This design comes from an exercise in tuning for small area and a short achievable clock period on the open sky130 flow, not from production work. In this exercise RTL edits were held to simulation tests only and were not proved equivalent to the original.

== alpha ==
==> flow/design.v <==
module data_mem_responder #(
  parameter int DEPTH       = 128,
  parameter int WAIT_CYCLES = 2
) (
  input  logic        clk_i,
  input  logic        rst_i,
  input  logic        req_i,
  input  logic        we_i,
  input  logic [31:0] addr_i,
  input  logic [31:0] data_i,
  output logic        ack_o,
  output logic [31:0] data_o,
  output logic        err_o,
  output logic        busy_o
);
  localparam int NG = 32;    
  logic       busy_q, idle_q, st1_q, st2_q;   
  logic       accept;
  logic [1:0] rot_q;         
  logic        we_q, err_q, err_in;
  logic [31:0] wd_q;
  logic [4:0]  g_q, g_nx;    
  logic [1:0]  ph_q, ph_nx;  
  logic [NG-1:0][3:0][31:0] mem_d;
  logic [NG-1:0][3:0]       mem_v, mem_v_nx;
  logic            wlive_nx;
  logic [NG-1:0]   wr_q, wr_nx;
  logic [2*NG-1:0] rd_sel_q;
  logic [31:0]     rd_data;
  assign accept = req_i & idle_q;
  assign busy_o = busy_q;
  assign err_in = (|addr_i[1:0]) | (|addr_i[31:9]);
  always_ff @(posedge clk_i or posedge rst_i) begin
    if (rst_i) begin
      busy_q <= 1'b0;
      idle_q <= 1'b1;
      st1_q  <= 1'b0;
      st2_q  <= 1'b0;
      ack_o  <= 1'b0;
      err_o  <= 1'b0;
      rot_q  <= '0;
    end else begin
      busy_q <= accept | st1_q | st2_q;
      idle_q <= ~(accept | st1_q | st2_q);
      st1_q  <= accept;
      st2_q  <= st1_q;
      ack_o  <= st2_q;
      err_o  <= st2_q & err_q;
      rot_q  <= rot_q + 2'd1;
    end
  end
  assign g_nx  = idle_q ? addr_i[8:4] : g_q;
  assign ph_nx = idle_q ? addr_i[3:2] + rot_q + 2'd1 : ph_q + 2'd1;
  always_ff @(posedge clk_i) begin
    g_q  <= g_nx;
    ph_q <= ph_nx;
    if (idle_q) begin
      we_q  <= we_i;
      err_q <= err_in;
      wd_q  <= data_i;
    end
  end
  assign wlive_nx = idle_q ? (accept & we_i & ~err_in) : (we_q & ~err_q);
  always_comb
    for (int g = 0; g < NG; g++) wr_nx[g] = wlive_nx & (ph_nx == 2'd3) & (g_nx == 5'(g));
  always_ff @(posedge clk_i or posedge rst_i) begin
    if (rst_i) wr_q <= '0;
    else       wr_q <= wr_nx;
  end
  for (genvar g = 0; g < NG; g++) begin : g_port
    logic        wrn;
    logic [31:0] port_d;
    assign wrn = ~wr_q[g];
    for (genvar b = 0; b < 32; b++) begin : g_bit
      dmr_ao22 u_port (.a0(wr_q[g]), .b0(wd_q[b]), .a1(wrn), .b1(mem_d[g][3][b]), .y(port_d[b]));
    end
    always_ff @(posedge clk_i) begin
      mem_d[g][0] <= port_d;
      mem_d[g][1] <= mem_d[g][0];
      mem_d[g][2] <= mem_d[g][1];
      mem_d[g][3] <= mem_d[g][2];
    end
  end
  always_comb begin
    for (int g = 0; g < NG; g++) begin
      mem_v_nx[g][0] = wr_q[g] | mem_v[g][3];
      mem_v_nx[g][1] = mem_v[g][0];
      mem_v_nx[g][2] = mem_v[g][1];
      mem_v_nx[g][3] = mem_v[g][2];
    end
  end
  always_ff @(posedge clk_i or posedge rst_i) begin
    if (rst_i) mem_v <= '0;
    else       mem_v <= mem_v_nx;
  end
  always_ff @(posedge clk_i) begin
    for (int g = 0; g < NG; g++) begin
      rd_sel_q[2*g]   <= (g_nx == 5'(g)) & (ph_nx == 2'd0) & mem_v_nx[g][0];
      rd_sel_q[2*g+1] <= (g_nx == 5'(g)) & (ph_nx == 2'd2) & mem_v_nx[g][2];
    end
  end
  for (genvar b = 0; b < 32; b++) begin : g_rd
    logic [63:0] rd_d;
    logic [21:0] l1;
    logic [5:0]  l2;
    logic [1:0]  l3;
    logic        hold_n;
    for (genvar g = 0; g < NG; g++) begin : g_tap
      assign rd_d[2*g]   = mem_d[g][0][b];
      assign rd_d[2*g+1] = mem_d[g][2][b];
    end
    for (genvar i = 0; i < 21; i++) begin : g_l1
      dmr_aoi222 u_aoi (.a0(rd_sel_q[3*i]),   .b0(rd_d[3*i]),
                        .a1(rd_sel_q[3*i+1]), .b1(rd_d[3*i+1]),
                        .a2(rd_sel_q[3*i+2]), .b2(rd_d[3*i+2]), .y(l1[i]));
    end
    dmr_nand2 u_aoi_last (.a({rd_sel_q[63], rd_d[63]}), .y(l1[21]));
    for (genvar i = 0; i < 5; i++) begin : g_l2
      dmr_nand4 u_nand (.a(l1[4*i+3:4*i]), .y(l2[i]));
    end
    dmr_nand2 u_nand_last (.a(l1[21:20]), .y(l2[5]));
    dmr_nor3 u_nor_lo (.a(l2[2:0]), .y(l3[0]));
    dmr_nor3 u_nor_hi (.a(l2[5:3]), .y(l3[1]));
    dmr_nand2 u_hold (.a({ph_q[0], data_o[b]}), .y(hold_n));
    dmr_nand3 u_out (.a({hold_n, l3}), .y(rd_data[b]));
  end
  always_ff @(posedge clk_i) begin
    data_o <= rd_data;
  end
endmodule
module dmr_aoi222 (
  input  logic a0, b0, a1, b1, a2, b2,
  output logic y
);
  assign y = ~((a0 & b0) | (a1 & b1) | (a2 & b2));
endmodule
module dmr_nand3 (
  input  logic [2:0] a,
  output logic       y
);
  assign y = ~&a;
endmodule
module dmr_nand4 (
  input  logic [3:0] a,
  output logic       y
);
  assign y = ~&a;
endmodule
module dmr_nand2 (
  input  logic [1:0] a,
  output logic       y
);
  assign y = ~&a;
endmodule
module dmr_nor3 (
  input  logic [2:0] a,
  output logic       y
);
  assign y = ~|a;
endmodule
module dmr_ao22 (
  input  logic a0, b0, a1, b1,
  output logic y
);
  assign y = (a0 & b0) | (a1 & b1);
endmodule
clock: 6.0 ns
lec_check: 0
cap_margin: 20
core_margin: 2
core_utilization: 55
cts_cluster_diameter: 100
cts_cluster_size: 28
place_density: 0.7
setup_slack_margin: 3.6
slew_margin: 20
synth_hierarchical: 1
synth_minimum_keep_size: 0
standard.sh (not shown) runs the stock make flow with config.mk's settings and CLKGATE_MAP_FILE= SYNTH_SCRIPT=/design/flow/synth_recipe.tcl, a recipe that flattens the netlist after the stock synthesis.
==> flow/flow/run.sh <==
#!/bin/bash
# Layout: the standard ORFS flow (standard.sh), unchanged except for two placement
# options: timing-driven global placement weights its critical nets harder, and the port
# buffers start as plain buf_2 cells (repair resizes them as usual).
set -uo pipefail
cd "$(dirname "${BASH_SOURCE[0]}")/.."
bash standard.sh \
  "GLOBAL_PLACEMENT_ARGS=-timing_driven_net_weight_max 6 -timing_driven_nets_percentage 20" \
  "BUFFER_PORTS_ARGS=-buffer_cell sky130_fd_sc_hd__buf_2" \
  finish > flow_standard.log 2>&1
status=$?
tail -n 20 flow_standard.log
exit $status
The inputs of beta differ from those of alpha as listed below.
diff --git a/flow/design.v b/flow/design.v
--- a/flow/design.v
+++ b/flow/design.v
@@ -23,13 +23,13 @@
   logic [1:0]  ph_q, ph_nx;  
   logic [NG-1:0][3:0][31:0] mem_d;
   logic [NG-1:0][3:0]       mem_v, mem_v_nx;
   logic            wlive_nx;
   logic [NG-1:0]   wr_q, wr_nx;
   logic [2*NG-1:0] rd_sel_q;
-  logic [31:0]     rd_data;
+  logic [31:0]     rd_data, rd_tap, rd_tap_q;   
   assign accept = req_i & idle_q;
   assign busy_o = busy_q;
   assign err_in = (|addr_i[1:0]) | (|addr_i[31:9]);
   always_ff @(posedge clk_i or posedge rst_i) begin
     if (rst_i) begin
       busy_q <= 1'b0;
@@ -118,17 +118,19 @@
     for (genvar i = 0; i < 5; i++) begin : g_l2
       dmr_nand4 u_nand (.a(l1[4*i+3:4*i]), .y(l2[i]));
     end
     dmr_nand2 u_nand_last (.a(l1[21:20]), .y(l2[5]));
     dmr_nor3 u_nor_lo (.a(l2[2:0]), .y(l3[0]));
     dmr_nor3 u_nor_hi (.a(l2[5:3]), .y(l3[1]));
-    dmr_nand2 u_hold (.a({ph_q[0], data_o[b]}), .y(hold_n));
+    dmr_nand2 u_tap (.a(l3), .y(rd_tap[b]));
+    dmr_nand2 u_hold (.a({ph_q[0], rd_tap_q[b]}), .y(hold_n));
     dmr_nand3 u_out (.a({hold_n, l3}), .y(rd_data[b]));
   end
   always_ff @(posedge clk_i) begin
-    data_o <= rd_data;
+    rd_tap_q <= rd_tap;
+    data_o   <= rd_data;
   end
 endmodule
 module dmr_aoi222 (
   input  logic a0, b0, a1, b1, a2, b2,
   output logic y
 );
Findings:
- beta vs. alpha: cell area went up, compound-gate portion of the synthesized area now sits at about the same level, number of cells traversed by the worst register-to-register path level, final cell count rose 0.65%.
- beta against alpha: detailed-placement wirelength estimate fell 4.2 mm; worst setup slack went down; fraction of area in registers essentially unchanged; global-route usage over all layers moved down.

## afterwards: timing with drivers on the ports
How much do the figures lean on ideal ports? The routed layouts below were timed once more, with nothing changed but the port constraints. Step 1 sets driving cells, clkbuf_16 on the clock port and buf_2 on the other inputs (assumed; they add their load-dependent delay and slew). Step 2 moves the port delays by t, midway between the first and last clock arrival at a register: inputs arrive t later, outputs are due t later. That takes back most of the time a late clock gives input paths. Slacks: ideal / step 1 / step 2; pairs: ideal / step 1.
run | shift t [ns] | setup slack, ns | hold WS [ns] | worst setup path after step 2
alpha | 0.941 | 3.354 / 3.269 / 3.036 | 0.315 / 0.315 / 0.315 | input to register
beta | 0.942 | 3.272 / 3.190 / 3.040 | 0.314 / 0.314 / 0.314 | input to register
After both steps setup and hold are still met in every run listed. For alpha, which loses most, drivers alone change the setup slack by -0.085 ns; drivers and shift together by -0.318 ns.
